Background: an optimization exercise with open tools, aiming at small area, a short achievable clock period and few clock cycles per item. Do not read the settings as production practice. At most, simulation tests tie the RTL to the original design; equivalence was not proved. No functional check of the RTL was part of runs 4 to 7. Power and IR drop assume default switching activity.

==> flow/design.v <==
`timescale 1ns/100ps
module classifier
(
   input  logic        clk,
   input  logic        local_rst,
   output logic        addr_valid,
   input  logic        addr_ready,
   output logic [20:0] addr,
   input  logic        din_valid,
   output logic        din_ready,
   input  logic [41:0] din,
   input  logic        stddev_valid,
   output logic        stddev_ready,
   input  logic [15:0] stddev,
   output logic        result_valid,
   input  logic        result_ready,
   output logic        result
);
   logic [5:0]  ic;
   logic [5:0]  dc;
   logic [20:0] s;
   logic [20:0] c;
   logic        xa;
   logic        xb;
   logic        sd_seen;
   logic        clear;
   logic [20:0] acc;
   logic        x_new;
   logic        pass0;
   logic        pass1;
   logic        pass2;
   logic        at8;
   logic        at20;
   logic        at32;
   logic        ic_stop;
   localparam logic [31:0] ADDR_B0 = 32'h00000000;
   localparam logic [31:0] ADDR_B1 = 32'h00000000;
   localparam logic [31:0] ADDR_B2 = 32'h00060000;
   localparam logic [31:0] ADDR_B3 = 32'h00070000;
   localparam logic [31:0] ADDR_B4 = 32'h00080000;
   localparam logic [31:0] ADDR_B5 = 32'h00030000;
   localparam logic [31:0] ADDR_B6 = 32'h000c0000;
   localparam logic [31:0] ADDR_B7 = 32'h00000000;
   localparam logic [31:0] ADDR_B8 = 32'hac905300;
   localparam logic [31:0] ADDR_B9 = 32'hff16acac;
   localparam logic [31:0] ADDR_B10 = 32'hca18caca;
   localparam logic [31:0] ADDR_B11 = 32'h0cd00300;
   localparam logic [31:0] ADDR_B12 = 32'h0fec0c0c;
   localparam logic [31:0] ADDR_B13 = 32'hc000c0c0;
   localparam logic [31:0] ADDR_B14 = 32'h00000000;
   localparam logic [31:0] ADDR_B15 = 32'h0000ac00;
   localparam logic [31:0] ADDR_B16 = 32'h5390ac00;
   localparam logic [31:0] ADDR_B17 = 32'h66e6ca66;
   localparam logic [31:0] ADDR_B18 = 32'h88f80c88;
   localparam logic [31:0] ADDR_B19 = 32'h03c00c00;
   localparam logic [31:0] ADDR_B20 = 32'hcc0cc0cc;
   assign addr[0] = ADDR_B0[ic[4:0]];
   assign addr[1] = ADDR_B1[ic[4:0]];
   assign addr[2] = ADDR_B2[ic[4:0]];
   assign addr[3] = ADDR_B3[ic[4:0]];
   assign addr[4] = ADDR_B4[ic[4:0]];
   assign addr[5] = ADDR_B5[ic[4:0]];
   assign addr[6] = ADDR_B6[ic[4:0]];
   assign addr[7] = ADDR_B7[ic[4:0]];
   assign addr[8] = ADDR_B8[ic[4:0]];
   assign addr[9] = ADDR_B9[ic[4:0]];
   assign addr[10] = ADDR_B10[ic[4:0]];
   assign addr[11] = ADDR_B11[ic[4:0]];
   assign addr[12] = ADDR_B12[ic[4:0]];
   assign addr[13] = ADDR_B13[ic[4:0]];
   assign addr[14] = ADDR_B14[ic[4:0]];
   assign addr[15] = ADDR_B15[ic[4:0]];
   assign addr[16] = ADDR_B16[ic[4:0]];
   assign addr[17] = ADDR_B17[ic[4:0]];
   assign addr[18] = ADDR_B18[ic[4:0]];
   assign addr[19] = ADDR_B19[ic[4:0]];
   assign addr[20] = ADDR_B20[ic[4:0]];
   assign acc   = s + c;
   assign x_new = ~acc[20];
   assign pass0 = xb | x_new;                                            
   assign pass1 = (xb & ~(xa & x_new)) | ~(xa | xb | x_new);             
   assign pass2 = x_new | (xa & ~xb);                                    
   assign at8  = (ic == 6'd8)  & (dc == 6'd8);
   assign at20 = (ic == 6'd20) & (dc == 6'd20);
   assign at32 = dc[5];
   assign ic_stop    = (ic == 6'd8) | (ic == 6'd20) | ic[5];
   assign addr_valid = ~ic_stop | (at8 & pass0) | (at20 & pass1);
   assign result_valid = (at8 & ~pass0) | (at20 & ~pass1) | at32;
   assign result       = at32 & pass2;
   assign stddev_ready = result_valid;
   assign din_ready    = sd_seen;
   assign clear        = result_valid & result_ready;
   logic [2:0]  f;
   logic [1:0]  cn;
   logic        first;
   logic [13:0] d0;
   logic [13:0] d1;
   logic [13:0] d2;
   logic [20:0] b0;
   logic [20:0] b1;
   logic [20:0] b2;
   logic [20:0] a0;
   logic [20:0] a1;
   logic [1:0]  kc;
   logic        k0;
   logic        k1;
   logic [20:0] s1;
   logic [20:0] c1;
   logic [20:0] s2;
   logic [20:0] c2;
   logic [20:0] s_next;
   logic [20:0] c_next;
   assign f     = dc[4:2];
   assign cn    = dc[1:0];
   assign first = (cn == 2'd0);
   assign d0    = din[41:28];
   assign d1    = din[27:14];
   assign d2    = din[13:0];
   assign b0 = {7'd0, ~d0};
   assign b1 = {6'd0, d1, 1'b0};
   always_comb begin
      case (f)
         3'd2, 3'd3, 3'd5: b2 = {7'd0, d1};
         3'd4:             b2 = {6'd0, d2, 1'b0};
         default:          b2 = '0;
      endcase
      if (first) begin
         case (f)
            3'd0, 3'd3, 3'd7: a0 = ~{3'd0, stddev, 2'd0};
            3'd1, 3'd4:       a0 = ~{4'd0, stddev, 1'd0};
            3'd2, 3'd5:       a0 = {4'd0, stddev, 1'd0};
            default:          a0 = '0;
         endcase
         case (f)
            3'd1, 3'd3, 3'd6: a1 = ~{5'd0, stddev};
            3'd5:             a1 = {5'd0, stddev};
            3'd7:             a1 = ~{4'd0, stddev, 1'b0};
            default:          a1 = '0;
         endcase
      end else begin
         a0 = s ^ {21{cn[0]}};
         a1 = c ^ {21{cn[0]}};
      end
      case (f)
         3'd1, 3'd3, 3'd7: kc = 2'd2;
         3'd0, 3'd4, 3'd6: kc = 2'd1;
         default:          kc = 2'd0;
      endcase
   end
   assign k0 = first ? (kc != 2'd0) : cn[0];
   assign k1 = first & kc[1];
   assign s1 = b0 ^ b1 ^ b2;
   assign c1 = {((b0[19:0] & b1[19:0]) | (b0[19:0] & b2[19:0]) | (b1[19:0] & b2[19:0])), k0};
   assign s2 = a0 ^ a1 ^ s1;
   assign c2 = {((a0[19:0] & a1[19:0]) | (a0[19:0] & s1[19:0]) | (a1[19:0] & s1[19:0])), k1};
   assign s_next = s2 ^ c2 ^ c1;
   assign c_next = {((s2[19:0] & c2[19:0]) | (s2[19:0] & c1[19:0]) | (c2[19:0] & c1[19:0])), 1'b0};
   always_ff @(posedge clk) begin
      if (local_rst || clear) begin
         ic      <= '0;
         dc      <= '0;
         sd_seen <= 1'b0;
      end else begin
         if (stddev_valid) begin
            sd_seen <= 1'b1;
         end
         if (addr_valid && addr_ready) begin
            ic <= ic + 6'd1;
         end
         if (din_valid && din_ready) begin
            dc <= dc + 6'd1;
         end
      end
   end
   always_ff @(posedge clk) begin
      if (din_valid && din_ready) begin
         s <= s_next;
         c <= c_next;
         if (first) begin
            xa <= xb;
            xb <= x_new;
         end
      end
   end
endmodule
==> flow/flow/run.sh <==
#!/bin/bash
# Standard layout, with the smallest buffer on the ports.
set -euo pipefail
export BUFFER_PORTS_ARGS="-buffer_cell sky130_fd_sc_hd__buf_1"
bash standard.sh finish > standard_finish.log 2>&1
==> flow/standard.sh <==
#!/bin/bash
# synth_recipe.tcl (not shown) runs the flow's synth.tcl, then flattens the netlist and writes it again
# the make line also repeats each setting of config.mk as NAME=value (left out here)
make -C /OpenROAD-flow-scripts/flow DESIGN_CONFIG=/design/flow/config.mk WORK_HOME=/design/flow/orfs CLKGATE_MAP_FILE= SYNTH_SCRIPT=/design/flow/synth_recipe.tcl "${@:-finish}"
==> flow/config.mk <==
export PLATFORM = sky130hd
export DESIGN_NAME = classifier
export DESIGN_NICKNAME = classifier
export VERILOG_FILES = /design/flow/design.v
export SDC_FILE = /design/flow/constraint.sdc
export NUM_CORES = 4
export LEC_CHECK = 0
export ABC_AREA = 1
export CAP_MARGIN = 20
export CORE_MARGIN = 2
export CORE_UTILIZATION = 40
export SETUP_SLACK_MARGIN = 5
export SLEW_MARGIN = 20
==> flow/constraint.sdc <==
create_clock -name core_clock -period 9.0 [get_ports {clk}]
set_input_delay 1.8000 -clock core_clock [delete_from_list [all_inputs] [get_ports {clk}]]
set_output_delay 1.8000 -clock core_clock [all_outputs]
set_load 0.01 [all_outputs]
==> flow_metrics.env, run 1 <==
export IMPL_synth_top_area_cell="edfxtp_1"
export IMPL_outcome="complete, no violations"
export IMPL_ys_flop_type="edfxtp_1"
export IMPL_synth_top_area_frac=0.234
export IMPL_ctsLongestPathBuffers=2
export IMPL_relSlewSlack=0.532
export IMPL_routed_wl_um=14300
export IMPL_dr_pass1_iters=5
export IMPL_worstRegToRegCells=31
export IMPL_p_switching_uw=277
export IMPL_maxSlewViolCount=0
export IMPL_fmax_mhz=248
export IMPL_fp_dieW_um=121
export IMPL_setup_viol=0
export IMPL_hpwlAfterDp_um=9990
export IMPL_yosysWarnings=1
export IMPL_top_layer_used="met4"
export IMPL_viasPerCell=5.19
export IMPL_crit_type="flip-flop to primary output"
export IMPL_route_met2_wl_um=6900
export IMPL_seq_area_mm2=0.00155
export IMPL_finalHoldViolCount=0
export IMPL_numCtsBuffers=5
export IMPL_ys_types=43
export IMPL_tns_ns=0
export IMPL_gp_congestion=0.907
export IMPL_met1Wirelength_um=6330
export IMPL_fillers=1308
export IMPL_die_area_mm2=0.0147
export IMPL_power_density_mw_per_mm2=122
export IMPL_critPathRequiredTime_ns=7.20
export IMPL_start_kind="flip-flop"
export IMPL_synth_seq_area_share=0.281
export IMPL_cts_root_buf="clkbuf_16"
export IMPL_io_buffer_count=85
export IMPL_p_seq_frac=0.412
export IMPL_synth_edf_count=43
export IMPL_wire_per_inst_um=15.1
export IMPL_antenna_found_initial=0
export IMPL_pin_count=90
export IMPL_maxCapViolations=0
export IMPL_postPlaceCellArea_mm2=0.00594
export IMPL_diodes=0
export IMPL_layout_worst_path_cycle_share=0.448
export IMPL_grt_pass1_wl_um=23000
export IMPL_start_util=0.413
export IMPL_final_cell_area_mm2=0.00665
export IMPL_max_vdd_ir_drop_v=0.0000730
export IMPL_p_sw_frac=0.341
export IMPL_fin_skew_ns=0.00817
export IMPL_critPathCaptureType="primary output"
export IMPL_vias=4896
export IMPL_syn_cell_area_mm2=0.00552
export IMPL_clkLatencyLatePin_ns=0.31
export IMPL_die_h_um=121
export IMPL_rows=42
export IMPL_holdPathStages=0
export IMPL_detail_route_antenna_nets=0
export IMPL_clk_pin_slew_ns=0.07
export IMPL_grt_pass1_vias=4686
export IMPL_grt_max_degree=45
export IMPL_drt_iter0_markers=335
export IMPL_period_needed_ns=4.04
export IMPL_cellLeakagePower_nw=2.78
export IMPL_comb_power_share=0.342
export IMPL_syn2layout_area_growth_pct=20.6
export IMPL_core_area_mm2=0.0133
export IMPL_drc=0
export IMPL_grt_overflow=0
export IMPL_worstPathMaxFanout=3
export IMPL_total_power_uw=814
export IMPL_wl_met3_um=756
export IMPL_layout_drive_gt1_share=0.153
export IMPL_clkPwrFrac=0.246
export IMPL_ys_seq_elements=56
export IMPL_fin_nets=911
export IMPL_hold_class="flip-flop to flip-flop"
export IMPL_cp_arrival_ns=2.24
export IMPL_power_internal_uw=536
export IMPL_rsz0062_at_grt="true"
export IMPL_clkSinkCount=56
export IMPL_synth_avg_cell_area_um2=8.41
export IMPL_multi_input_area_mm2=0.00363
export IMPL_synth_area_top_cells="edfxtp_1, fa_1, ha_1, inv_1, nand2_1"
export IMPL_htreeDepth=2
export IMPL_timing_worst_slew_pin_value_ns=0.701
export IMPL_synth_async_reset_ratio=0
export IMPL_grt_use_total=0.199
export IMPL_syn_inst=656
export IMPL_tritoncts="yes"
==> flip-flops by register name (all words and copies together), names as in the netlist <==
name     count
s           21
c           20
dc           6
ic           6
sd_seen      1
xa           1
xb           1
==> placed cells by master (no fill, tap or decap), drive strengths merged, types with 13 or more instances in the layout <==
| cell type | n |
|---|---|
| dfxtp | 13 |
| o22ai | 16 |
| o21ai | 39 |
| xnor2 | 20 |
| ha | 37 |
| o221ai | 22 |
| edfxtp | 43 |
| nor2 | 69 |
| a21oi | 44 |
| a22oi | 13 |
| fa | 44 |
| nand2 | 108 |
| nand3 | 17 |
| inv | 108 |
| buf | 127 |
==> metrics by stage <==
step / cells / hold slack [ns] / util / setup slack [ns]
final: 943 / 0.470 / 0.498 / 4.96
after global routing: 943 / 0.485 / 0.498 / 4.85
after CTS: 928 / 0.468 / 0.475 / 5.00
after detailed placement: 895 / 0.450 / 0.445 / 5.03
after global placement: 895 / 0.439 / 0.445 / 5.02
after floorplan: 659 / 0.426 / - / 5.33
==> Yosys cell counts (2+ instances only) <==
library cell / n
a211oi_1: 7
a21oi_1: 40
a21oi_2: 4
a22oi_1: 13
buf_2: 8
buf_4: 5
clkbuf_1: 13
dfxtp_1: 13
edfxtp_1: 43
fa_1: 44
ha_1: 37
inv_1: 102
inv_2: 5
nand2_1: 102
nand2_2: 4
nand3_1: 16
nand4_1: 4
nor2_1: 59
nor2_2: 8
nor3_1: 3
o211ai_1: 5
o21ai_0: 39
o221ai_1: 22
o22ai_1: 16
or2_2: 2
xnor2_1: 20
xor2_1: 6
==> power groups by stage <==
stage / clock, mW / combinational (mW) / sequential [mW]
3_3_place_gp: 0 / 0.236 / 0.340
2_1_floorplan: 0 / 0.178 / 0.336
5_1_grt: 0.217 / 0.325 / 0.337
4_1_cts: 0.208 / 0.261 / 0.334
3_5_place_dp: 0 / 0.248 / 0.341
6_report: 0.200 / 0.278 / 0.335
==> final cells by class <==
cell class                      count  area share
Clock buffer                        6      0.0194
Clock inverter                      2     0.00169
Inverter                          108      0.0609
Multi-Input combinational cell    467       0.545
Sequential cell                    56       0.233
Tap cell                          176      0.0331
Timing Repair Buffer              128       0.106
==> what timing repair did <==
action                                  in CTS  in global routing
cloned                                       0                  1
resized for setup                           19                 41
buffers inserted                            25                 14
hold buffers                                 0                  0
pin swaps                                   15                 22
hold endpoints to repair                     0                  0
endpoints found under the setup margin       4                 35
==> worst max-delay path, cell delays in order, from the launching register on <==
cell and delay (ns):
edfxtp_1 0.39, ha_1 0.33, nand2_1 0.07, nand2_1 0.06
nand2_1 0.07, nand2_1 0.05, nand2_1 0.08, nand2_2 0.08
nand2_2 0.07, nand4_1 0.19, and2_4 0.24, nand3_4 0.06
nand3_4 0.09, buf_6 0.13
==> per-layer routing <==
metal  global-route usage  vias to the layer above
met1                0.271                     2304
met4               0.0553                        0
met3               0.0343                       21
met5                    0                        -
met2                0.328                      162
li1                     -                     2409
==> kinds of logic (layout without fill, tap and decap cells) <==
logic type,Yosys count,count (layout),synth area share
AOI/OAI and AO/OA,150,150,0.171
xor gates and xnor gates,26,26,0.0413
adders and majority gates,81,81,0.244
buffers and inverters,137,244,0.102
DFF,56,56,0.281
other,1,4,0.000680
and+or+nand+nor,205,206,0.161
==> worst paths after layout <==
check                  from                 end  slack (ns)
max          s[5]$_DFFE_PP_        stddev_ready        4.96
min            xb$_DFFE_PP_        xa$_DFFE_PP_        0.47
max reg2reg  s[5]$_DFFE_PP_  ic[2]$_SDFFE_PP0P_        5.08
min reg2reg    xb$_DFFE_PP_        xa$_DFFE_PP_        0.47
Testbench counts, summed over its fixed seeds: cycles 82,658, windows 4,800.
==> run 2, diff against run 1 <==
--- a/flow/config.mk
+++ b/flow/config.mk
@@ -10,4 +10,3 @@
 export CORE_MARGIN = 2
 export CORE_UTILIZATION = 40
-export SETUP_SLACK_MARGIN = 5
 export SLEW_MARGIN = 20
==> run 2 against run 1 <==
Compared with the run above:
- design area shrank 8.5%
- cell count shrank 4.2%
- total power shrank 4.0%
- global-route usage shrank 0.54 points
- clock skew shrank 0.0015 ns
- critical path depth is the same
- sequential power is essentially flat
- critical endpoint is now addr_valid
- register-to-register slack is essentially flat
- hold slack lost 0.0099 ns
==> flow_metrics.env, run 2 <==
export IMPL_syn_cell_area_mm2=0.00552
export IMPL_outcome="complete, no violations"
export IMPL_maxCapViolations=0
export IMPL_routed_wl_um=13200
export IMPL_io_buffer_count=85
export IMPL_clkPwrFrac=0.257
export IMPL_wire_per_inst_um=14.7
export IMPL_p_seq_frac=0.429
export IMPL_setup_viol=0
export IMPL_pin_count=90
export IMPL_total_power_uw=781
export IMPL_grt_pass1_vias=4527
export IMPL_largest_register="s"
export IMPL_vias=4703
export IMPL_rows=42
export IMPL_timing_worst_slew_pin_value_ns=0.957
export IMPL_hold_class="flip-flop to flip-flop"
export IMPL_viasPerCell=5.21
export IMPL_cellLeakagePower_nw=2.53
export IMPL_detail_route_antenna_nets=0
export IMPL_max_vdd_ir_drop_v=0.0000730
export IMPL_drt_iter0_markers=307
export IMPL_ctsLongestPathBuffers=2
export IMPL_maxSlewViolCount=0
export IMPL_grt_max_degree=45
export IMPL_start_kind="flip-flop"
export IMPL_period_needed_ns=4.18
export IMPL_postCtsHoldBufs=0
export IMPL_tritoncts="yes"
export IMPL_fmax_mhz=239
export IMPL_layout_drive_gt1_share=0.0550
export IMPL_clk_pin_slew_ns=0.07
export IMPL_grt_pass1_wl_um=22300
export IMPL_rsz0062_at_grt="false"
export IMPL_hpwlAfterDp_um=9990
export IMPL_diodes=0
export IMPL_tns_ns=0
export IMPL_cts_root_buf="clkbuf_16"
export IMPL_fin_nets=871
export IMPL_die_area_mm2=0.0147
export IMPL_critPathRequiredTime_ns=7.20
export IMPL_layout_common_cells="inv_1, nand2_1, buf_1, nor2_1, fa_1"
export IMPL_core_area_mm2=0.0133
export IMPL_grt_overflow=0
export IMPL_synth_area_top_cells="edfxtp_1, fa_1, ha_1, inv_1, nand2_1"
export IMPL_cp_arrival_ns=2.38
export IMPL_fillers=1362
export IMPL_synth_async_reset_ratio=0
export IMPL_crit_type="flip-flop to primary output"
export IMPL_antenna_found_initial=0
export IMPL_power_density_mw_per_mm2=128
export IMPL_synth_seq_area_share=0.281
export IMPL_gp_congestion=0.907
export IMPL_fp_dieW_um=121
export IMPL_worstPathMaxFanout=8
export IMPL_clkLatencyLatePin_ns=0.31
export IMPL_die_h_um=121
export IMPL_numCtsBuffers=5
export IMPL_start_util=0.413
export IMPL_synth_edf_count=43
export IMPL_reg_top3="s: 21 flops, c: 20 flops"
export IMPL_comb_power_share=0.315
export IMPL_cts_resized=0
export IMPL_ys_seq_elements=56
export IMPL_clkSinkCount=56
export IMPL_synthTopCellsByCount="inv_1, nand2_1, nor2_1"
export IMPL_largest_register_ff_count=21
export IMPL_dr_pass1_iters=5
export IMPL_grt_use_total=0.194
export IMPL_syn2layout_area_growth_pct=10.3
export IMPL_cts_setup_buffers=0
export IMPL_ys_types=43
export IMPL_fin_skew_ns=0.00668
export IMPL_synth_avg_cell_area_um2=8.41
export IMPL_htreeDepth=2
export IMPL_ys_flop_type="edfxtp_1"
export IMPL_critPathCaptureType="primary output"
export IMPL_finalHoldViolCount=0
export IMPL_p_switching_uw=263
export IMPL_p_sw_frac=0.337
export IMPL_synth_top_area_cell="edfxtp_1"
export IMPL_power_internal_uw=518
export IMPL_yosysWarnings=1
export IMPL_syn_inst=656
export IMPL_relSlewSlack=0.359
export IMPL_drc=0
export IMPL_synth_top_area_frac=0.234
export IMPL_hold_worst_slack_ns=0.460
export IMPL_layout_worst_path_cycle_share=0.464
run 2: logic make-up (layout without fill, tap and decap cells):
| group | Yosys count | in the layout | synth area share |
|---|---|---|---|
| flops | 56 | 56 | 0.281 |
| other cells | 1 | 4 | 0.000680 |
| compound gates | 150 | 150 | 0.171 |
| xor+xnor | 26 | 26 | 0.0413 |
| simple gates | 205 | 205 | 0.161 |
| buf+inv | 137 | 205 | 0.102 |
| fa+ha+maj | 81 | 81 | 0.244 |
run 2: path summary, 6_finish.rpt:
kind | start | endpoint | slack [ns] | depth (start not counted)
min reg2reg | xb$_DFFE_PP_ | xa$_DFFE_PP_ | 0.46 | 0
max reg2reg | dc[0]$_SDFFE_PP0P_ | s[4]$_DFFE_PP_ | 5.08 | 9
max | c[15]$_DFFE_PP_ | addr_valid | 4.82 | 13
min | xb$_DFFE_PP_ | xa$_DFFE_PP_ | 0.46 | 0
run 2: cell type report:
| type | instances | area (um2) | share of cell area |
|---|---|---|---|
| clock inverters | 2 | 11.3 | 0.00185 |
| inverters | 108 | 405 | 0.0666 |
| flip-flops and latches | 56 | 1550 | 0.255 |
| multi-input cells | 466 | 3420 | 0.562 |
| clock buffers | 6 | 129 | 0.0212 |
| repair buffers | 89 | 349 | 0.0574 |
| well taps | 176 | 220 | 0.0362 |
run 2: power by group through the flow:
stage | combinational, mW | clock (mW) | sequential (mW)
6_report | 0.246 | 0.200 | 0.335
5_1_grt | 0.294 | 0.218 | 0.338
4_1_cts | 0.250 | 0.208 | 0.335
3_5_place_dp | 0.248 | 0 | 0.341
3_3_place_gp | 0.236 | 0 | 0.340
2_1_floorplan | 0.178 | 0 | 0.336
run 2: layer usage:
layer	track usage	up-vias	wire length, um
li1	-	2335	-
met1	0.267	2198	5960
met2	0.313	152	6230
met3	0.0357	18	809
met4	0.0546	0	233
met5	0	-	0
run 2: worst max-delay path, cell delays in order, from the launching register on:
cell	delay, ns
edfxtp_1	0.43
ha_1	0.34
nand2_1	0.09
inv_1	0.04
nand2_1	0.05
nand2_1	0.06
a21oi_1	0.23
nand3_1	0.11
nand2_1	0.11
nand3_1	0.12
nand2_1	0.08
nand2_1	0.06
nand2_2	0.16
buf_1	0.19
run 2: stage by stage:
stage               worst slack (ns)  std cells  cell area [um2]  utilization
floorplan                       5.33        659             5530            -
global placement                5.02        895             5940        0.445
detailed placement              5.03        895             5940        0.445
CTS                             4.81        903             6080        0.456
global route                    4.55        903             6080        0.456
finish                          4.82        903             6080        0.456
==> run 3, diff against run 2 <==
==> flow/run.sh (new file) <==
#!/bin/bash
# synth_recipe.tcl (not shown) runs the flow's synth.tcl, then flattens the netlist and writes it again
# the make line also repeats each setting of config.mk as NAME=value (left out here)
make -C /OpenROAD-flow-scripts/flow DESIGN_CONFIG=/design/flow/config.mk WORK_HOME=/design/flow/orfs CLKGATE_MAP_FILE= SYNTH_SCRIPT=/design/flow/synth_recipe.tcl finish
removed: flow/flow/run.sh
removed: flow/standard.sh
==> run 3 against run 2 <==
Compared with the run above:
- still clean
- maximum frequency is 6.3% lower
- sequential share of layout area is 2.3 points lower
- hold slack better by 0.024 ns
- largest cell class unchanged
==> flow_metrics.env, run 3 <==
export IMPL_outcome="complete, no violations"
export IMPL_reg2reg_from="dc[0]$_SDFFE_PP0P_"
export IMPL_io_buffer_count=85
export IMPL_layout_common_cells="inv_1, nand2_1, clkdlybuf4s50_1, nor2_1, fa_1"
export IMPL_fin_skew_ns=0.0109
export IMPL_synth_xor_area_share=0.0413
export IMPL_finalHoldViolCount=0
export IMPL_final_cell_area_mm2=0.00668
export IMPL_routed_wl_um=13800
export IMPL_detail_route_antenna_nets=0
export IMPL_fmax_mhz=224
export IMPL_die_area_mm2=0.0147
export IMPL_muxShareOfSynthArea=0
export IMPL_fin_nets=872
export IMPL_crit_top_cell="nand2_1"
export IMPL_worstSetupStartpoint="c[13]$_DFFE_PP_"
export IMPL_clk_pin_slew_ns=0.08
export IMPL_grt_use_total=0.194
export IMPL_synth_compound_area_frac=0.171
export IMPL_start_util=0.413
export IMPL_worstPathMaxFanout=8
export IMPL_fillers=1295
export IMPL_critPathCaptureType="primary output"
export IMPL_fp_dieW_um=121
export IMPL_start_kind="flip-flop"
export IMPL_synth_area_top_cells="edfxtp_1, fa_1, ha_1, inv_1, nand2_1"
export IMPL_power_density_mw_per_mm2=125
export IMPL_largest_register="s"
export IMPL_cp_num_buf_inv=1
export IMPL_postCtsHoldBufs=0
export IMPL_rows=42
export IMPL_path_depth=13
export IMPL_max_stage_delay_ns=0.56
export IMPL_rsz0062_at_grt="false"
export IMPL_tritoncts="yes"
export IMPL_drc=0
export IMPL_relSlewSlack=0.312
export IMPL_die_h_um=121
export IMPL_cellLeakagePower_nw=2.78
export IMPL_period_needed_ns=4.46
export IMPL_reg_top3="s: 21 flops, c: 20 flops"
export IMPL_synth_top_family_by_area="adder cells"
export IMPL_synthTopCellsByCount="inv_1, nand2_1, nor2_1"
export IMPL_cp_arrival_ns=2.66
export IMPL_numCtsBuffers=5
export IMPL_cts_root_buf="clkbuf_16"
export IMPL_ctsLongestPathBuffers=2
export IMPL_layout_worst_path_cycle_share=0.496
export IMPL_gp_congestion=0.871
export IMPL_synth_adder_area_share=0.244
export IMPL_synth_top_area_frac=0.234
export IMPL_setup_viol=0
export IMPL_synth_avg_cell_area_um2=8.41
export IMPL_crit_family="simple AND/OR/NAND/NOR gates"
export IMPL_setup_slack_ns=4.54
export IMPL_hold_class="flip-flop to flip-flop"
export IMPL_max_vdd_ir_drop_v=0.0000801
export IMPL_ys_types=43
export IMPL_slowest_stage="clkdlybuf4s50_1"
export IMPL_synth_top_area_cell="edfxtp_1"
export IMPL_syn2layout_area_growth_pct=21.1
export IMPL_dr_pass1_iters=5
export IMPL_grt_pass1_vias=4624
export IMPL_cts_setup_buffers=0
export IMPL_seq_area_mm2=0.00155
export IMPL_hp_start="xb$_DFFE_PP_"
export IMPL_timing_worst_slew_pin_value_ns=1.03
export IMPL_htreeDepth=2
export IMPL_viasPerCell=5.22
export IMPL_grt_pass1_wl_um=22600
export IMPL_cp_cell_sequence="ha_1 -> nand2_1 -> nand2_1 -> nand2_1 -> nand2_1 -> a21oi_1 -> nand3_1 -> nand2_1 -> nand3_1 -> nand2_1 -> nand2_1 -> nand2_2 -> clkdlybuf4s50_1"
export IMPL_cts_resized=0
export IMPL_grt_max_degree=45
export IMPL_clkLatencyLatePin_ns=0.30
export IMPL_synth_simple_area_share=0.161
export IMPL_synth_edf_count=43
export IMPL_postPlaceCellArea_mm2=0.00650
export IMPL_tns_ns=0
export IMPL_syn_cell_area_mm2=0.00552
export IMPL_wire_per_inst_um=15.3
export IMPL_dp_slack_ns=4.76
export IMPL_vias=4715
export IMPL_holdPathStages=0
export IMPL_ys_flop_type="edfxtp_1"
export IMPL_drt_iter0_markers=410
export IMPL_largest_register_ff_count=21
export IMPL_maxSlewViolCount=0
export IMPL_synth_async_reset_ratio=0
export IMPL_ys_seq_elements=56
export IMPL_hpwlAfterDp_um=10600
export IMPL_pin_count=90
export IMPL_syn_inst=656
export IMPL_critPathRequiredTime_ns=7.20
export IMPL_grt_overflow=0
export IMPL_synth_seq_area_share=0.281
export IMPL_core_area_mm2=0.0133
export IMPL_multi_input_area_mm2=0.00342
export IMPL_clkSinkCount=56
export IMPL_diodes=0
export IMPL_antenna_found_initial=0
export IMPL_yosysWarnings=1
export IMPL_crit_type="flip-flop to primary output"
export IMPL_maxCapViolations=0
export IMPL_layout_drive_gt1_share=0.0549
export IMPL_worstRegToRegCells=9
-- run 3: stage by stage --
step / std cells / utilization / power, mW / hold slack, ns
4_1_cts: 904 / 0.500 / 0.847 / 0.487
5_1_grt: 904 / 0.500 / 0.899 / 0.505
3_5_place_dp: 896 / 0.487 / 0.614 / 0.468
3_3_place_gp: 895 / 0.485 / 0.598 / 0.432
2_1_floorplan: 659 / - / 0.514 / 0.426
6_report: 904 / 0.500 / 0.838 / 0.484
-- run 3: worst paths after layout --
| kind | slack (ns) | to |
|---|---|---|
| max | 4.54 | addr_valid |
| min | 0.48 | xa$_DFFE_PP_ |
| max reg2reg | 4.94 | s[8]$_DFFE_PP_ |
| min reg2reg | 0.48 | xa$_DFFE_PP_ |
-- run 3: cells by family (layout without fill, tap and decap cells) --
family,Yosys count,in the layout
AND/OR/NAND/NOR,205,205
adder cells (fa/ha/maj),81,81
AO/OA/AOI/OAI,150,150
flip-flops,56,56
XOR/XNOR,26,26
buffers and inverters,137,206
other,1,4
-- run 3: worst reg2reg max path, cell delays in order, from the launching register on --
cell	delay, ns
dfxtp_1	0.33
inv_1	0.08
ha_1	0.43
nor2_1	0.88
inv_1	0.60
o22ai_1	0.31
a21oi_1	0.09
fa_1	0.55
inv_1	0.06
fa_1	0.47
-- run 3: area by class of cell --
type	instances	area share
Multi-Input combinational cell	466	0.511
Sequential cell	56	0.232
Timing Repair Buffer	90	0.136
Inverter	108	0.0607
Tap cell	176	0.0330
Clock buffer	8	0.0268
-- run 3: layer usage --
layer / global-route usage / share of wire / wire length (um)
met1: 0.258 / 0.45 / 6230
met2: 0.331 / 0.48 / 6650
met3: 0.0258 / 0.049 / 681
met4: 0.0546 / 0.018 / 245
met5: 0 / 0 / 0
-- run 3: report_power, final --
group / switching (mW) / leakage (nW) / internal [mW] / total (mW)
Sequential: 0.0167 / 0.508 / 0.319 / 0.336
Combinational: 0.150 / 2.19 / 0.119 / 0.269
Clock: 0.0952 / 0.0874 / 0.138 / 0.233
==> run 4, diff against run 3 <==
--- a/flow/design.v
+++ b/flow/design.v
@@ -104,4 +104,10 @@
    logic [1:0]  kc;
    logic        k0;
+   logic        sel0_4;
+   logic        sel0_2;
+   logic        sel1_1;
+   logic        sel1_2;
+   logic        pol0;
+   logic        pol1;
    logic        k1;
    logic [20:0] s1;
@@ -125,21 +131,14 @@
          default:          b2 = '0;
       endcase
-      if (first) begin
-         case (f)
-            3'd0, 3'd3, 3'd7: a0 = ~{3'd0, stddev, 2'd0};
-            3'd1, 3'd4:       a0 = ~{4'd0, stddev, 1'd0};
-            3'd2, 3'd5:       a0 = {4'd0, stddev, 1'd0};
-            default:          a0 = '0;
-         endcase
-         case (f)
-            3'd1, 3'd3, 3'd6: a1 = ~{5'd0, stddev};
-            3'd5:             a1 = {5'd0, stddev};
-            3'd7:             a1 = ~{4'd0, stddev, 1'b0};
-            default:          a1 = '0;
-         endcase
-      end else begin
-         a0 = s ^ {21{cn[0]}};
-         a1 = c ^ {21{cn[0]}};
-      end
+      sel0_4 = first & (f == 3'd0 || f == 3'd3 || f == 3'd7);
+      sel0_2 = first & (f == 3'd1 || f == 3'd2 || f == 3'd4 || f == 3'd5);
+      sel1_1 = first & (f == 3'd1 || f == 3'd3 || f == 3'd5 || f == 3'd6);
+      sel1_2 = first & (f == 3'd7);
+      pol0   = first ? (f != 3'd2 && f != 3'd5 && f != 3'd6) : cn[0];
+      pol1   = first ? (f == 3'd1 || f == 3'd3 || f == 3'd6 || f == 3'd7) : cn[0];
+      a0 = (({21{sel0_4}} & {3'd0, stddev, 2'd0}) | ({21{sel0_2}} & {4'd0, stddev, 1'd0})
+            | ({21{~first}} & s)) ^ {21{pol0}};
+      a1 = (({21{sel1_1}} & {5'd0, stddev}) | ({21{sel1_2}} & {4'd0, stddev, 1'd0})
+            | ({21{~first}} & c)) ^ {21{pol1}};
       case (f)
          3'd1, 3'd3, 3'd7: kc = 2'd2;
==> flow/flow/run.sh (new file) <==
#!/bin/bash
# Standard layout, with the smallest buffer on the ports.
set -euo pipefail
export BUFFER_PORTS_ARGS="-buffer_cell sky130_fd_sc_hd__buf_1"
bash standard.sh finish > standard_finish.log 2>&1
==> flow/standard.sh (new file) <==
#!/bin/bash
# synth_recipe.tcl (not shown) runs the flow's synth.tcl, then flattens the netlist and writes it again
# the make line also repeats each setting of config.mk as NAME=value (left out here)
make -C /OpenROAD-flow-scripts/flow DESIGN_CONFIG=/design/flow/config.mk WORK_HOME=/design/flow/orfs CLKGATE_MAP_FILE= SYNTH_SCRIPT=/design/flow/synth_recipe.tcl "${@:-finish}"
removed: flow/run.sh
==> run 4 against run 3 <==
Compared with the run above:
- combinational power increased by 21%
- maximum frequency grew 2.3%
- core utilization fell by 4.6 points
- non-clock buffer count is the same
- critical endpoint unchanged
- largest cell class unchanged
- highest routed layer unchanged
==> flow_metrics.env, run 4 <==
export IMPL_outcome="complete, no violations"
export IMPL_synth_top_area_frac=0.241
export IMPL_gp_congestion=0.826
export IMPL_layout_drive_gt1_share=0.0692
export IMPL_io_buffer_count=85
export IMPL_max_vdd_ir_drop_v=0.0000870
export IMPL_crit_type="flip-flop to primary output"
export IMPL_syn_inst=601
export IMPL_start_util=0.407
export IMPL_period_needed_ns=4.36
export IMPL_fp_dieW_um=120
export IMPL_diodes=0
export IMPL_ctsLongestPathBuffers=2
export IMPL_reg2reg_from="dc[0]$_SDFFE_PP0P_"
export IMPL_timing_worst_slew_pin_value_ns=0.779
export IMPL_cp_arrival_ns=2.56
export IMPL_finish_utilization=0.454
export IMPL_detail_route_antenna_nets=0
export IMPL_viasPerCell=4.97
export IMPL_setup_viol=0
export IMPL_ys_types=46
export IMPL_routed_wl_um=12000
export IMPL_layout_commonest_cell="nand2_1"
export IMPL_worstRegToRegCells=12
export IMPL_hold_class="flip-flop to flip-flop"
export IMPL_top_layer_used="met4"
export IMPL_rows=42
export IMPL_synth_avg_cell_area_um2=8.91
export IMPL_htreeDepth=2
export IMPL_clkLatencyLatePin_ns=0.30
export IMPL_cp_cell_sequence="inv_1 -> ha_1 -> inv_1 -> buf_4 -> nor4_2 -> nand2_1 -> nand2_2 -> buf_1"
export IMPL_grt_pass1_wl_um=20900
export IMPL_layout_worst_path_cycle_share=0.485
export IMPL_vias=4250
export IMPL_largest_register="s"
export IMPL_maxCapViolations=0
export IMPL_fillers=1342
export IMPL_regToRegSetupSlack_ns=4.92
export IMPL_synth_async_reset_ratio=0
export IMPL_ys_flop_type="edfxtp_1"
export IMPL_start_kind="flip-flop"
export IMPL_core_area_mm2=0.0131
export IMPL_critPathRequiredTime_ns=7.20
export IMPL_antenna_found_initial=0
export IMPL_numCtsBuffers=5
export IMPL_seq_area_mm2=0.00155
export IMPL_grt_max_degree=44
export IMPL_syn_cell_area_mm2=0.00535
export IMPL_setup_slack_ns=4.64
export IMPL_power_density_mw_per_mm2=149
export IMPL_cts_resized=0
export IMPL_drt_iter0_markers=229
export IMPL_max_stage_delay_ns=0.56
export IMPL_relSlewSlack=0.481
export IMPL_synth_area_top_cells="edfxtp_1, fa_1, ha_1, nand2_1, inv_1"
export IMPL_fin_skew_ns=0.00899
export IMPL_cp_num_buf_inv=4
export IMPL_synth_edf_count=43
export IMPL_wire_per_inst_um=14.0
export IMPL_cts_root_buf="clkbuf_16"
export IMPL_fmax_mhz=229
export IMPL_crit_family="buffers and inverters"
export IMPL_postCtsHoldBufs=0
export IMPL_crit_top_cell="inv_1"
export IMPL_tns_ns=0
export IMPL_synth_top_area_cell="edfxtp_1"
export IMPL_reg2reg_to="s[14]$_DFFE_PP_"
export IMPL_crit_end="addr_valid"
export IMPL_path_depth=8
export IMPL_hold_worst_slack_ns=0.478
export IMPL_dp_slack_ns=4.94
export IMPL_reg_top3="s: 21 flops, c: 20 flops"
export IMPL_dr_pass1_iters=4
export IMPL_die_area_mm2=0.0143
export IMPL_synth_seq_area_share=0.290
export IMPL_slowest_stage="inv_1"
export IMPL_maxSlewViolCount=0
export IMPL_die_h_um=120
export IMPL_syn2layout_area_growth_pct=11.5
export IMPL_largest_register_ff_count=21
export IMPL_yosysMostFrequentCell="nand2_1"
export IMPL_yosysWarnings=1
export IMPL_fin_nets=824
export IMPL_hpwlAfterDp_um=9560
export IMPL_worstPathMaxFanout=26
export IMPL_layout_common_cells="nand2_1, inv_1, buf_1, fa_1, edfxtp_1"
export IMPL_clk_pin_slew_ns=0.07
export IMPL_grt_pass1_vias=4299
export IMPL_ys_seq_elements=56
export IMPL_route_met2_wl_um=5810
export IMPL_cts_setup_buffers=0
export IMPL_clkSinkCount=56
export IMPL_grt_overflow=0
export IMPL_rsz0062_at_grt="false"
export IMPL_finalHoldViolCount=0
export IMPL_grt_use_total=0.179
export IMPL_met1Wirelength_um=5430
export IMPL_critPathCaptureType="primary output"
export IMPL_worstSetupStartpoint="dc[0]$_SDFFE_PP0P_"
export IMPL_wl_met3_um=597
export IMPL_multi_input_area_mm2=0.00328
export IMPL_synthTopCellsByCount="nand2_1, inv_1, fa_1"
export IMPL_drc=0
export IMPL_tritoncts="yes"
export IMPL_cellLeakagePower_nw=2.53
export IMPL_pin_count=90
[run 4: changes by cell type after synthesis, moves of 7 or more]
cell / delta
a22oi_1: +11
xor2_1: +20
o21ai_1: +7
nor2_1: -32
a21oi_1: -24
clkbuf_1: -7
nand2_1: +13
o21ai_0: -22
o22ai_1: -15
o221ai_1: -13
[run 4: routing by layer]
| metal | up-vias | track usage |
|---|---|---|
| met5 | - | 0 |
| met4 | 0 | 0.0419 |
| met3 | 15 | 0.0228 |
| met2 | 137 | 0.302 |
| met1 | 2013 | 0.247 |
| li1 | 2085 | - |
[run 4: layout make-up]
type / instances / share of cell area
clock buffer: 7 / 0.0239
clock inverter: 1 / 0.00105
inverter: 108 / 0.0679
multi-input combinational: 417 / 0.550
sequential: 56 / 0.260
tap: 176 / 0.0369
timing repair buffer: 90 / 0.0598
[run 4: cells by family after synthesis]
logic type,after synthesis,synth area share
buf+inv,131,0.102
simple gates,188,0.156
fa+ha+maj,82,0.253
other cells,1,0.000701
xor+xnor,50,0.0818
flops,56,0.290
compound gates,93,0.116
[run 4: power by group]
group,internal [mW],switching (mW)
combinational,0.137,0.189
sequential,0.337,0.0188
clock,0.112,0.0935
total,0.585,0.302
[run 4: how the worst min path moves through the flow]
stage          cells after the start  slack [ns]          from      endpoint
2_1_floorplan                      0        0.43  xb$_DFFE_PP_  xa$_DFFE_PP_
3_3_place_gp                       0        0.44  xb$_DFFE_PP_  xa$_DFFE_PP_
3_5_place_dp                       0        0.46  xb$_DFFE_PP_  xa$_DFFE_PP_
4_1_cts                            0        0.49  xb$_DFFE_PP_  xa$_DFFE_PP_
5_1_grt                            0        0.51  xb$_DFFE_PP_  xa$_DFFE_PP_
6_report                           0        0.48  xb$_DFFE_PP_  xa$_DFFE_PP_
[run 4: stage by stage]
stage	cell area, um2	power [mW]	cells
3_5_place_dp	5820	0.694	847
4_1_cts	5970	0.899	855
3_3_place_gp	5810	0.673	847
2_1_floorplan	5360	0.604	604
5_1_grt	5970	0.967	855
6_report	5970	0.887	855
==> run 5, diff against run 4 <==
--- a/flow/design.v
+++ b/flow/design.v
@@ -19,11 +19,11 @@
    logic [5:0]  ic;
    logic [5:0]  dc;
-   logic [20:0] s;
-   logic [20:0] c;
+   logic [19:0] s;
+   logic [19:0] c;
    logic        xa;
    logic        xb;
    logic        sd_seen;
    logic        clear;
-   logic [20:0] acc;
+   logic [19:0] acc;
    logic        x_new;
    logic        pass0;
@@ -77,5 +77,5 @@
    assign addr[20] = ADDR_B20[ic[4:0]];
    assign acc   = s + c;
-   assign x_new = ~acc[20];
+   assign x_new = ~acc[19];
    assign pass0 = xb | x_new;                                            
    assign pass1 = (xb & ~(xa & x_new)) | ~(xa | xb | x_new);             
@@ -97,9 +97,9 @@
    logic [13:0] d1;
    logic [13:0] d2;
-   logic [20:0] b0;
-   logic [20:0] b1;
-   logic [20:0] b2;
-   logic [20:0] a0;
-   logic [20:0] a1;
+   logic [19:0] b0;
+   logic [19:0] b1;
+   logic [19:0] b2;
+   logic [19:0] a0;
+   logic [19:0] a1;
    logic [1:0]  kc;
    logic        k0;
@@ -111,10 +111,10 @@
    logic        pol1;
    logic        k1;
-   logic [20:0] s1;
-   logic [20:0] c1;
-   logic [20:0] s2;
-   logic [20:0] c2;
-   logic [20:0] s_next;
-   logic [20:0] c_next;
+   logic [19:0] s1;
+   logic [19:0] c1;
+   logic [19:0] s2;
+   logic [19:0] c2;
+   logic [19:0] s_next;
+   logic [19:0] c_next;
    assign f     = dc[4:2];
    assign cn    = dc[1:0];
@@ -123,10 +123,10 @@
    assign d1    = din[27:14];
    assign d2    = din[13:0];
-   assign b0 = {7'd0, ~d0};
-   assign b1 = {6'd0, d1, 1'b0};
+   assign b0 = {6'd0, ~d0};
+   assign b1 = {5'd0, d1, 1'b0};
    always_comb begin
       case (f)
-         3'd2, 3'd3, 3'd5: b2 = {7'd0, d1};
-         3'd4:             b2 = {6'd0, d2, 1'b0};
+         3'd2, 3'd3, 3'd5: b2 = {6'd0, d1};
+         3'd4:             b2 = {5'd0, d2, 1'b0};
          default:          b2 = '0;
       endcase
@@ -137,8 +137,8 @@
       pol0   = first ? (f != 3'd2 && f != 3'd5 && f != 3'd6) : cn[0];
       pol1   = first ? (f == 3'd1 || f == 3'd3 || f == 3'd6 || f == 3'd7) : cn[0];
-      a0 = (({21{sel0_4}} & {3'd0, stddev, 2'd0}) | ({21{sel0_2}} & {4'd0, stddev, 1'd0})
-            | ({21{~first}} & s)) ^ {21{pol0}};
-      a1 = (({21{sel1_1}} & {5'd0, stddev}) | ({21{sel1_2}} & {4'd0, stddev, 1'd0})
-            | ({21{~first}} & c)) ^ {21{pol1}};
+      a0 = (({20{sel0_4}} & {2'd0, stddev, 2'd0}) | ({20{sel0_2}} & {3'd0, stddev, 1'd0})
+            | ({20{~first}} & s)) ^ {20{pol0}};
+      a1 = (({20{sel1_1}} & {4'd0, stddev}) | ({20{sel1_2}} & {3'd0, stddev, 1'd0})
+            | ({20{~first}} & c)) ^ {20{pol1}};
       case (f)
          3'd1, 3'd3, 3'd7: kc = 2'd2;
@@ -150,9 +150,9 @@
    assign k1 = first & kc[1];
    assign s1 = b0 ^ b1 ^ b2;
-   assign c1 = {((b0[19:0] & b1[19:0]) | (b0[19:0] & b2[19:0]) | (b1[19:0] & b2[19:0])), k0};
+   assign c1 = {((b0[18:0] & b1[18:0]) | (b0[18:0] & b2[18:0]) | (b1[18:0] & b2[18:0])), k0};
    assign s2 = a0 ^ a1 ^ s1;
-   assign c2 = {((a0[19:0] & a1[19:0]) | (a0[19:0] & s1[19:0]) | (a1[19:0] & s1[19:0])), k1};
+   assign c2 = {((a0[18:0] & a1[18:0]) | (a0[18:0] & s1[18:0]) | (a1[18:0] & s1[18:0])), k1};
    assign s_next = s2 ^ c2 ^ c1;
-   assign c_next = {((s2[19:0] & c2[19:0]) | (s2[19:0] & c1[19:0]) | (c2[19:0] & c1[19:0])), 1'b0};
+   assign c_next = {((s2[18:0] & c2[18:0]) | (s2[18:0] & c1[18:0]) | (c2[18:0] & c1[18:0])), 1'b0};
    always_ff @(posedge clk) begin
       if (local_rst || clear) begin
==> run 5 against run 4 <==
Compared with the run above:
- combinational power about the same
- via count decreased by 1.2%
- sequential share of layout area decreased by 0.96 points
- synthesized area increased by 0.44%
- sequential cell count decreased by 2
- critical path type unchanged
==> flow_metrics.env, run 5 <==
export IMPL_outcome="complete, no violations"
export IMPL_gp_congestion=0.880
export IMPL_pin_count=90
export IMPL_numCtsBuffers=5
export IMPL_drt_iter0_markers=302
export IMPL_grt_use_total=0.176
export IMPL_max_vdd_ir_drop_v=0.0000843
export IMPL_cts_resized=0
export IMPL_start_util=0.408
export IMPL_fin_nets=829
export IMPL_critPathRequiredTime_ns=7.20
export IMPL_synthTopCellsByCount="nand2_1, inv_1, fa_1"
export IMPL_synth_top_area_cell="edfxtp_1"
export IMPL_die_h_um=120
export IMPL_ys_types=46
export IMPL_cp_arrival_ns=2.49
export IMPL_largest_register_ff_count=20
export IMPL_min_to="xa$_DFFE_PP_"
export IMPL_critPathCaptureType="primary output"
export IMPL_fp_dieW_um=120
export IMPL_holdPathStages=0
export IMPL_period_needed_ns=4.29
export IMPL_crit_type="flip-flop to primary output"
export IMPL_cts_setup_buffers=0
export IMPL_timing_worst_slew_pin_value_ns=0.956
export IMPL_hpwlAfterDp_um=9140
export IMPL_ys_seq_elements=54
export IMPL_drc=0
export IMPL_syn2layout_area_growth_pct=10.8
export IMPL_grt_use_met3=0.0328
export IMPL_grt_pass1_vias=4215
export IMPL_wire_per_inst_um=13.6
export IMPL_layout_commonest_cell="nand2_1"
export IMPL_rsz0062_at_grt="false"
export IMPL_tns_ns=0
export IMPL_worstPathMaxFanout=47
export IMPL_busiest_layer="met2"
export IMPL_tritoncts="yes"
export IMPL_largest_register="s"
export IMPL_antenna_found_initial=0
export IMPL_routed_wl_um=11700
export IMPL_detail_route_antenna_nets=0
export IMPL_synth_seq_area_share=0.277
export IMPL_reg2reg_to="s[14]$_DFFE_PP_"
export IMPL_yosysMostFrequentCell="nand2_1"
export IMPL_grt_use_met2=0.293
export IMPL_rows=42
export IMPL_maxCapViolations=0
export IMPL_io_buffer_count=85
export IMPL_ys_flop_type="edfxtp_1"
export IMPL_diodes=0
export IMPL_hold_class="flip-flop to flip-flop"
export IMPL_synth_edf_count=41
export IMPL_vias=4201
export IMPL_hp_start="xb$_DFFE_PP_"
export IMPL_maxSlewViolCount=0
export IMPL_synth_top_area_frac=0.229
export IMPL_postPlaceCellArea_mm2=0.00582
export IMPL_htreeDepth=2
export IMPL_fmax_mhz=233
export IMPL_use_met1=0.237
export IMPL_cts_root_buf="clkbuf_16"
export IMPL_synth_avg_cell_area_um2=8.83
export IMPL_seq_area_mm2=0.00149
export IMPL_reg2reg_from="dc[0]$_SDFFE_PP0P_"
export IMPL_finalHoldViolCount=0
export IMPL_ctsLongestPathBuffers=2
export IMPL_viasPerCell=4.87
export IMPL_cellLeakagePower_nw=2.53
export IMPL_layout_common_cells="nand2_1, inv_1, buf_1, fa_1, edfxtp_1"
export IMPL_clkSinkCount=54
export IMPL_syn_cell_area_mm2=0.00538
export IMPL_multi_input_area_mm2=0.00335
export IMPL_relSlewSlack=0.362
export IMPL_setup_viol=0
export IMPL_grt_overflow=0
export IMPL_grt_pass1_wl_um=20400
export IMPL_fillers=1328
export IMPL_start_kind="flip-flop"
export IMPL_layout_worst_path_cycle_share=0.477
export IMPL_dr_pass1_iters=4
export IMPL_die_area_mm2=0.0144
export IMPL_postCtsHoldBufs=0
export IMPL_fin_skew_ns=0.00941
export IMPL_regToRegSetupSlack_ns=4.88
export IMPL_clkLatencyLatePin_ns=0.29
export IMPL_core_area_mm2=0.0132
export IMPL_clk_pin_slew_ns=0.07
export IMPL_layout_drive_gt1_share=0.0946
export IMPL_worstRegToRegCells=13
export IMPL_yosysWarnings=1
export IMPL_power_density_mw_per_mm2=144
export IMPL_grt_max_degree=48
export IMPL_synth_area_top_cells="edfxtp_1, fa_1, nand2_1, ha_1, inv_1"
export IMPL_reg_top3="s: 20 flops, c: 19 flops"
export IMPL_final_cell_area_mm2=0.00596
export IMPL_syn_inst=609
export IMPL_synth_async_reset_ratio=0
-- run 5: through the flow --
step | hold slack [ns] | instances | total power [mW] | setup slack (ns) | utilization
after floorplan | 0.426 | 612 | 0.590 | 5.27 | -
after global placement | 0.438 | 855 | 0.656 | 5.06 | 0.441
after detailed placement | 0.454 | 855 | 0.676 | 4.91 | 0.441
after CTS | 0.470 | 863 | 0.870 | 4.70 | 0.452
after global routing | 0.483 | 863 | 0.937 | 4.56 | 0.452
final | 0.460 | 863 | 0.856 | 4.71 | 0.452
-- run 5: cell families (layout without fill, tap and decap cells) --
family                     Yosys count  after routing  share of synthesized area
adders and majority gates           79             79                      0.245
and+or+nand+nor                    215            215                      0.181
xor gates and xnor gates            46             46                     0.0749
buffers and inverters              131            206                      0.103
AOI/OAI and AO/OA                   83             83                      0.118
DFF                                 54             54                      0.277
other                                1              4                   0.000697
-- run 5: worst max-delay path: stages (launching register included) --
cell	delay, ns
dfxtp_1	0.42
inv_1	0.12
ha_1	0.27
inv_2	0.71
nor2_1	0.07
inv_1	0.12
nor3_2	0.06
a21oi_2	0.14
nand2_2	0.13
buf_1	0.16
-- run 5: report_power, final --
part,switching [mW],internal (mW)
registers,0.0176,0.325
logic,0.189,0.136
clock network,0.0852,0.104
-- run 5: layout make-up --
cell class / count / share of cell area
Sequential cell: 54 / 0.250
Multi-Input combinational cell: 427 / 0.562
Clock buffer: 8 / 0.0229
Timing Repair Buffer: 89 / 0.0586
Inverter: 109 / 0.0691
Tap cell: 176 / 0.0370
-- run 5: worst max path at each step --
stage                            start               to  slack [ns]  cells past startpoint
floorplan                      din[14]   s[1]$_DFFE_PP_        5.27                      7
global placement    dc[0]$_SDFFE_PP0P_  s[14]$_DFFE_PP_        5.06                     13
detailed placement  dc[0]$_SDFFE_PP0P_  s[14]$_DFFE_PP_        4.91                     13
CTS                 dc[0]$_SDFFE_PP0P_       addr_valid        4.70                      9
global route        dc[0]$_SDFFE_PP0P_       addr_valid        4.56                      9
finish              dc[0]$_SDFFE_PP0P_       addr_valid        4.71                      9
-- run 5: metal layers --
metal	routed length, um	vias up
li1	-	2097
met1	5180	1945
met2	5640	143
met3	765	16
met4	142	0
met5	0	-
==> run 6, diff against run 5 <==
--- a/flow/design.v
+++ b/flow/design.v
@@ -18,5 +18,7 @@
 );
    logic [5:0]  ic;
-   logic [5:0]  dc;
+   logic [2:0]  fd;
+   logic [3:0]  cr;
+   logic        dall;
    logic [19:0] s;
    logic [19:0] c;
@@ -81,7 +83,7 @@
    assign pass1 = (xb & ~(xa & x_new)) | ~(xa | xb | x_new);             
    assign pass2 = x_new | (xa & ~xb);                                    
-   assign at8  = (ic == 6'd8)  & (dc == 6'd8);
-   assign at20 = (ic == 6'd20) & (dc == 6'd20);
-   assign at32 = dc[5];
+   assign at8  = (ic == 6'd8)  & (fd == 3'd2) & cr[0];
+   assign at20 = (ic == 6'd20) & (fd == 3'd5) & cr[0];
+   assign at32 = dall;
    assign ic_stop    = (ic == 6'd8) | (ic == 6'd20) | ic[5];
    assign addr_valid = ~ic_stop | (at8 & pass0) | (at20 & pass1);
@@ -92,5 +94,5 @@
    assign clear        = result_valid & result_ready;
    logic [2:0]  f;
-   logic [1:0]  cn;
+   logic        cn0;
    logic        first;
    logic [13:0] d0;
@@ -117,7 +119,7 @@
    logic [19:0] s_next;
    logic [19:0] c_next;
-   assign f     = dc[4:2];
-   assign cn    = dc[1:0];
-   assign first = (cn == 2'd0);
+   assign f     = fd;
+   assign first = cr[0];
+   assign cn0   = cr[1] | cr[3];
    assign d0    = din[41:28];
    assign d1    = din[27:14];
@@ -135,6 +137,6 @@
       sel1_1 = first & (f == 3'd1 || f == 3'd3 || f == 3'd5 || f == 3'd6);
       sel1_2 = first & (f == 3'd7);
-      pol0   = first ? (f != 3'd2 && f != 3'd5 && f != 3'd6) : cn[0];
-      pol1   = first ? (f == 3'd1 || f == 3'd3 || f == 3'd6 || f == 3'd7) : cn[0];
+      pol0   = first ? (f != 3'd2 && f != 3'd5 && f != 3'd6) : cn0;
+      pol1   = first ? (f == 3'd1 || f == 3'd3 || f == 3'd6 || f == 3'd7) : cn0;
       a0 = (({20{sel0_4}} & {2'd0, stddev, 2'd0}) | ({20{sel0_2}} & {3'd0, stddev, 1'd0})
             | ({20{~first}} & s)) ^ {20{pol0}};
@@ -147,5 +149,5 @@
       endcase
    end
-   assign k0 = first ? (kc != 2'd0) : cn[0];
+   assign k0 = first ? (kc != 2'd0) : cn0;
    assign k1 = first & kc[1];
    assign s1 = b0 ^ b1 ^ b2;
@@ -158,5 +160,7 @@
       if (local_rst || clear) begin
          ic      <= '0;
-         dc      <= '0;
+         fd      <= '0;
+         cr      <= 4'b0001;
+         dall    <= 1'b0;
          sd_seen <= 1'b0;
       end else begin
@@ -168,5 +172,11 @@
          end
          if (din_valid && din_ready) begin
-            dc <= dc + 6'd1;
+            cr <= {cr[2:0], cr[3]};
+            if (cr[3]) begin
+               fd <= fd + 3'd1;
+               if (fd == 3'd7) begin
+                  dall <= 1'b1;
+               end
+            end
          end
       end
==> run 6 against run 5 <==
Compared with the run above:
- still clean on timing, DRC and antenna
- maximum frequency up 4.3%
- global-route usage decreased by 0.25 points
- via count fell by 1.2%
- sequential cell count up 2
- cell count decreased by 3.0%
- hold slack lost 0.0022 ns
- sequential share of layout area is 0.94 points higher
- sequential power shrank 1%
- largest cell class unchanged
==> flow_metrics.env, run 6 <==
export IMPL_largest_register_ff_count=20
export IMPL_max_vdd_ir_drop_v=0.0000955
export IMPL_maxCapViolations=0
export IMPL_detail_route_antenna_nets=0
export IMPL_finalHoldViolCount=0
export IMPL_dr_pass1_iters=4
export IMPL_outcome="complete, no violations"
export IMPL_pin_count=90
export IMPL_layout_common_cells="nand2_1, inv_1, buf_1, fa_1"
export IMPL_synth_async_reset_ratio=0
export IMPL_viasPerCell=4.96
export IMPL_layout_drive_gt1_share=0.0620
export IMPL_rsz0062_at_grt="false"
export IMPL_power_density_mw_per_mm2=135
export IMPL_synth_seq_area_share=0.288
export IMPL_largest_register="s"
export IMPL_numCtsBuffers=5
export IMPL_die_h_um=119
export IMPL_start_kind="flip-flop"
export IMPL_cts_resized=0
export IMPL_clkPwrFrac=0.242
export IMPL_fp_dieW_um=119
export IMPL_hpwlAfterDp_um=8900
export IMPL_grt_overflow=0
export IMPL_grt_pass1_vias=4213
export IMPL_ctsLongestPathBuffers=2
export IMPL_wire_per_inst_um=13.9
export IMPL_synth_avg_cell_area_um2=9.09
export IMPL_yosysMostFrequentCell="nand2_1"
export IMPL_yosysWarnings=1
export IMPL_clk_pin_slew_ns=0.07
export IMPL_vias=4152
export IMPL_htreeDepth=2
export IMPL_cellLeakagePower_nw=2.59
export IMPL_p_seq_frac=0.428
export IMPL_dp_slack_ns=5.08
export IMPL_grt_use_total=0.173
export IMPL_critPathRequiredTime_ns=7.20
export IMPL_ys_types=43
export IMPL_worstPathMaxFanout=8
export IMPL_grt_pass1_wl_um=20000
export IMPL_antenna_found_initial=0
export IMPL_p_switching_uw=259
export IMPL_cp_arrival_ns=2.31
export IMPL_core_area_mm2=0.0131
export IMPL_tns_ns=0
export IMPL_timing_worst_slew_pin_value_ns=0.787
export IMPL_grt_max_degree=47
export IMPL_setup_viol=0
export IMPL_drc=0
export IMPL_relSlewSlack=0.475
export IMPL_io_buffer_count=85
export IMPL_muxShareOfSynthArea=0
export IMPL_routed_wl_um=11600
export IMPL_synth_edf_count=41
export IMPL_tritoncts="yes"
export IMPL_synth_top_family_by_area="adder cells"
export IMPL_drt_iter0_markers=255
export IMPL_synth_area_top_cells="edfxtp_1, fa_1, ha_1, nand2_1, inv_1"
export IMPL_layout_commonest_cell="nand2_1"
export IMPL_maxSlewViolCount=0
export IMPL_dp_cells=829
export IMPL_period_needed_ns=4.11
export IMPL_fin_cells=837
export IMPL_reg_top3="s: 20 flops, c: 19 flops, ic: 6 flops"
export IMPL_comb_power_share=0.330
export IMPL_ys_flop_type="edfxtp_1"
export IMPL_syn2layout_area_growth_pct=10.8
export IMPL_synth_xor_area_share=0.0725
export IMPL_fmax_mhz=243
export IMPL_setup_slack_ns=4.89
export IMPL_power_internal_uw=535
export IMPL_die_area_mm2=0.0142
export IMPL_synth_compound_area_frac=0.122
export IMPL_synth_top_area_frac=0.231
export IMPL_ys_seq_elements=56
export IMPL_fin_skew_ns=0.00797
export IMPL_p_sw_frac=0.326
export IMPL_gp_congestion=0.864
export IMPL_diodes=0
export IMPL_hold_class="flip-flop to flip-flop"
export IMPL_clkSinkCount=56
export IMPL_synth_top_area_cell="edfxtp_1"
export IMPL_critPathCaptureType="primary output"
export IMPL_rows=42
export IMPL_start_util=0.405
export IMPL_synth_simple_area_share=0.152
export IMPL_crit_type="flip-flop to primary output"
export IMPL_syn_inst=585
export IMPL_syn_cell_area_mm2=0.00532
export IMPL_clkLatencyLatePin_ns=0.29
export IMPL_fin_nets=809
export IMPL_finish_utilization=0.449
export IMPL_synth_adder_area_share=0.262
export IMPL_layout_worst_path_cycle_share=0.457
export IMPL_synthTopCellsByCount="nand2_1, inv_1, fa_1"
export IMPL_postCtsHoldBufs=0
export IMPL_cts_setup_buffers=0
export IMPL_cts_root_buf="clkbuf_16"
[run 6: cell count changes in the layout (fill, tap and decap cells not counted), moves of 4 or more]
cell | before | now
nand2_1 | 127 | 105
ha_1 | 35 | 41
o21ai_0 | 20 | 14
inv_2 | 9 | 3
o221ai_1 | 1 | 27
inv_1 | 99 | 103
xnor2_1 | 19 | 8
a22oi_1 | 23 | 13
nor3_1 | 6 | 2
o221ai_2 | 6 | 0
xor2_1 | 27 | 36
[run 6: routing by layer]
| layer | track usage | routed length, um |
|---|---|---|
| met1 | 0.227 | 5210 |
| met3 | 0.0235 | 416 |
| met2 | 0.289 | 5690 |
| met5 | 0 | 0 |
| met4 | 0.0721 | 333 |
[run 6: power groups by stage]
stage               Combinational (mW)  Clock, mW  Sequential [mW]
floorplan                        0.199          0            0.338
global placement                 0.255          0            0.344
detailed placement               0.267          0            0.345
CTS                              0.268      0.197            0.339
global route                     0.314      0.206            0.341
finish                           0.262      0.192            0.339
[run 6: logic make-up after synthesis]
| family | after synthesis |
|---|---|
| AOI/OAI and AO/OA | 91 |
| and+or+nand+nor | 178 |
| other | 1 |
| DFF | 56 |
| xor gates and xnor gates | 44 |
| adders and majority gates | 85 |
| buffers and inverters | 130 |
[run 6: worst paths after layout]
kind,from,to,slack (ns),cells after the start
setup / recovery,c[18]$_DFFE_PP_,addr_valid,4.89,12
setup reg to reg,fd[0]$_SDFFE_PP0P_,s[4]$_DFFE_PP_,5.28,9
hold reg to reg,xb$_DFFE_PP_,xa$_DFFE_PP_,0.46,0
hold / removal,xb$_DFFE_PP_,xa$_DFFE_PP_,0.46,0
[run 6: critical path: stages (launching register included)]
cell      delay, ns
edfxtp_1       0.42
ha_1           0.33
a21o_1         0.16
nor2_1         0.09
nand2_1        0.06
nor2_1         0.19
nand2_1        0.10
nand2_2        0.11
nand3_2        0.10
nand2_1        0.07
nand2_1        0.06
nand2_2        0.15
buf_1          0.18
[run 6: layout make-up]
type,instances,area [um2]
fillers,1362,7240
multi-input cells,402,3260
flip-flops and latches,56,1530
inverters,107,404
repair buffers,88,342
well taps,176,220
clock buffers,7,133
clock inverters,1,5.00
[run 6: through the flow]
step | hold slack [ns] | instance area (um2) | power, mW
finish | 0.458 | 5890 | 0.794
global route | 0.463 | 5890 | 0.861
CTS | 0.460 | 5890 | 0.804
detailed placement | 0.443 | 5760 | 0.611
global placement | 0.439 | 5760 | 0.599
floorplan | 0.426 | 5330 | 0.537
==> run 7, diff against run 6 <==
--- a/flow/config.mk
+++ b/flow/config.mk
@@ -10,3 +10,4 @@
 export CORE_MARGIN = 2
 export CORE_UTILIZATION = 40
+export CTS_BUF_LIST = sky130_fd_sc_hd__clkbuf_4 sky130_fd_sc_hd__clkbuf_8
 export SLEW_MARGIN = 20
==> run 7 against run 6 <==
Compared with the run above:
- setup slack got worse by 0.041 ns
- sequential power about the same
- design area decreased by 0.83%
- global-route usage increased by 0.092 points
- cell count unchanged
- largest cell class unchanged
- synthesized area unchanged
- via count increased by 0.31%
- still clean
- core utilization decreased by 0.37 points
- non-clock buffer count unchanged
- clock-buffer cell count unchanged
==> flow_metrics.env, run 7 <==
export IMPL_synthTopCellsByCount="nand2_1, inv_1, fa_1"
export IMPL_numCtsBuffers=5
export IMPL_power_density_mw_per_mm2=127
export IMPL_synth_async_reset_ratio=0
export IMPL_worstPathMaxFanout=8
export IMPL_viasPerCell=4.98
export IMPL_synth_seq_area_share=0.288
export IMPL_syn_inst=585
export IMPL_final_cell_area_mm2=0.00585
export IMPL_slowest_stage="edfxtp_1"
export IMPL_postPlaceCellArea_mm2=0.00576
export IMPL_core_area_mm2=0.0131
export IMPL_io_buffer_count=85
export IMPL_dr_pass1_iters=5
export IMPL_cellLeakagePower_nw=2.57
export IMPL_crit_type="flip-flop to primary output"
export IMPL_grt_max_degree=47
export IMPL_yosysMostFrequentCell="nand2_1"
export IMPL_layout_worst_path_cycle_share=0.462
export IMPL_rows=42
export IMPL_die_area_mm2=0.0142
export IMPL_postCtsHoldBufs=0
export IMPL_grt_use_total=0.174
export IMPL_largest_register="s"
export IMPL_hold_class="flip-flop to flip-flop"
export IMPL_ctsLongestPathBuffers=2
export IMPL_layout_common_cells="nand2_1, inv_1, buf_1, fa_1"
export IMPL_syn_cell_area_mm2=0.00532
export IMPL_max_vdd_ir_drop_v=0.0000593
export IMPL_fin_cells=837
export IMPL_detail_route_antenna_nets=0
export IMPL_period_needed_ns=4.15
export IMPL_cp_arrival_ns=2.35
export IMPL_drt_iter0_markers=282
export IMPL_layout_drive_gt1_share=0.0651
export IMPL_clkLatencyLatePin_ns=0.31
export IMPL_syn2layout_area_growth_pct=9.90
export IMPL_synth_top_area_frac=0.231
export IMPL_dp_cells=829
export IMPL_outcome="complete, no violations"
export IMPL_layout_commonest_cell="nand2_1"
export IMPL_tritoncts="yes"
export IMPL_fin_skew_ns=0.00811
export IMPL_relSlewSlack=0.479
export IMPL_cts_setup_buffers=0
export IMPL_cts_root_buf="clkbuf_8"
export IMPL_grt_pass1_vias=4212
export IMPL_synth_area_top_cells="edfxtp_1, fa_1, ha_1, nand2_1, inv_1"
export IMPL_critPathCaptureType="primary output"
export IMPL_grt_overflow=0
export IMPL_synth_top_area_cell="edfxtp_1"
export IMPL_crit_top_cell="nand2_1"
export IMPL_cts_resized=0
export IMPL_critPathRequiredTime_ns=7.20
export IMPL_clkSinkCount=56
export IMPL_hpwlAfterDp_um=8900
export IMPL_fp_dieW_um=119
export IMPL_reg_top3="s: 20 flops, c: 19 flops, ic: 6 flops"
export IMPL_maxCapViolations=0
export IMPL_crit_family="simple AND/OR/NAND/NOR gates"
export IMPL_die_h_um=119
export IMPL_htreeDepth=2
export IMPL_vias=4165
export IMPL_drc=0
export IMPL_ys_seq_elements=56
export IMPL_pin_count=90
export IMPL_routed_wl_um=11700
export IMPL_tns_ns=0
export IMPL_fin_nets=809
export IMPL_setup_viol=0
export IMPL_hold_worst_slack_ns=0.465
run 7: per-layer routing:
metal	up-vias	share of wire	GRT usage
li1	2056	-	-
met5	-	0	0
met4	0	0.033	0.0713
met1	1976	0.44	0.229
met2	110	0.48	0.291
met3	23	0.041	0.0230
run 7: final timing paths:
path | from | end | slack, ns | cells past startpoint
min reg2reg | xb$_DFFE_PP_ | xa$_DFFE_PP_ | 0.46 | 0
max | c[18]$_DFFE_PP_ | addr_valid | 4.85 | 12
max reg2reg | fd[0]$_SDFFE_PP0P_ | s[4]$_DFFE_PP_ | 5.27 | 9
min | xb$_DFFE_PP_ | xa$_DFFE_PP_ | 0.46 | 0
run 7: area by class of cell:
type,instances,area [um2]
Fill cell,1365,7290
Inverter,107,404
Tap cell,176,220
Clock buffer,7,83.8
Clock inverter,1,5.00
Sequential cell,56,1530
Timing Repair Buffer,88,342
Multi-Input combinational cell,402,3260
run 7: power breakdown:
group	switching (mW)	internal, mW	leakage, nW
logic	0.154	0.108	2.02
clock network	0.0825	0.0610	0.0491
registers	0.0155	0.324	0.505
total	0.252	0.493	2.57
run 7: kinds of logic (layout without fill, tap and decap cells):
group           Yosys count  count (layout)  share of synthesized area
xor+xnor                 44              44                     0.0725
buf+inv                 130             203                      0.102
compound gates           91              91                      0.122
flops                    56              56                      0.288
fa+ha+maj                85              85                      0.262
simple gates            178             178                      0.152
other cells               1               4                   0.000705
run 7: per-stage QoR:
stage | power (mW) | worst slack [ns] | util
2_1_floorplan | 0.537 | 5.28 | -
5_1_grt | 0.815 | 4.57 | 0.445
4_1_cts | 0.755 | 4.83 | 0.445
3_5_place_dp | 0.611 | 5.08 | 0.438
3_3_place_gp | 0.599 | 5.11 | 0.438
6_report | 0.744 | 4.85 | 0.445

-- afterwards: timing with drivers on the ports --
Ports are ideal in the flow. The routed layouts listed here were re-timed in OpenROAD. Step 1, drivers: a clkbuf_16 drives clk and a buf_2 each remaining input, both assumed. Step 2 also shifts input and output timing later by t, the mid clock arrival at the registers, as if the neighbouring blocks saw the same clock. Three values: ideal ports, drivers, drivers and shift; two values: the first two.
run | shift t [ns] | setup slack, ns
run 1 | 0.347 | 4.964 / 4.923 / 5.079
run 2 | 0.349 | 4.822 / 4.780 / 5.078
run 3 | 0.336 | 4.540 / 4.499 / 4.775
run 4 | 0.331 | 4.639 / 4.600 / 4.916
run 5 | 0.329 | 4.710 / 4.671 / 4.880
run 6 | 0.329 | 4.887 / 4.849 / 5.092
run 7 | 0.343 | 4.845 / 4.810 / 5.104
After both steps every run listed still meets setup and hold.
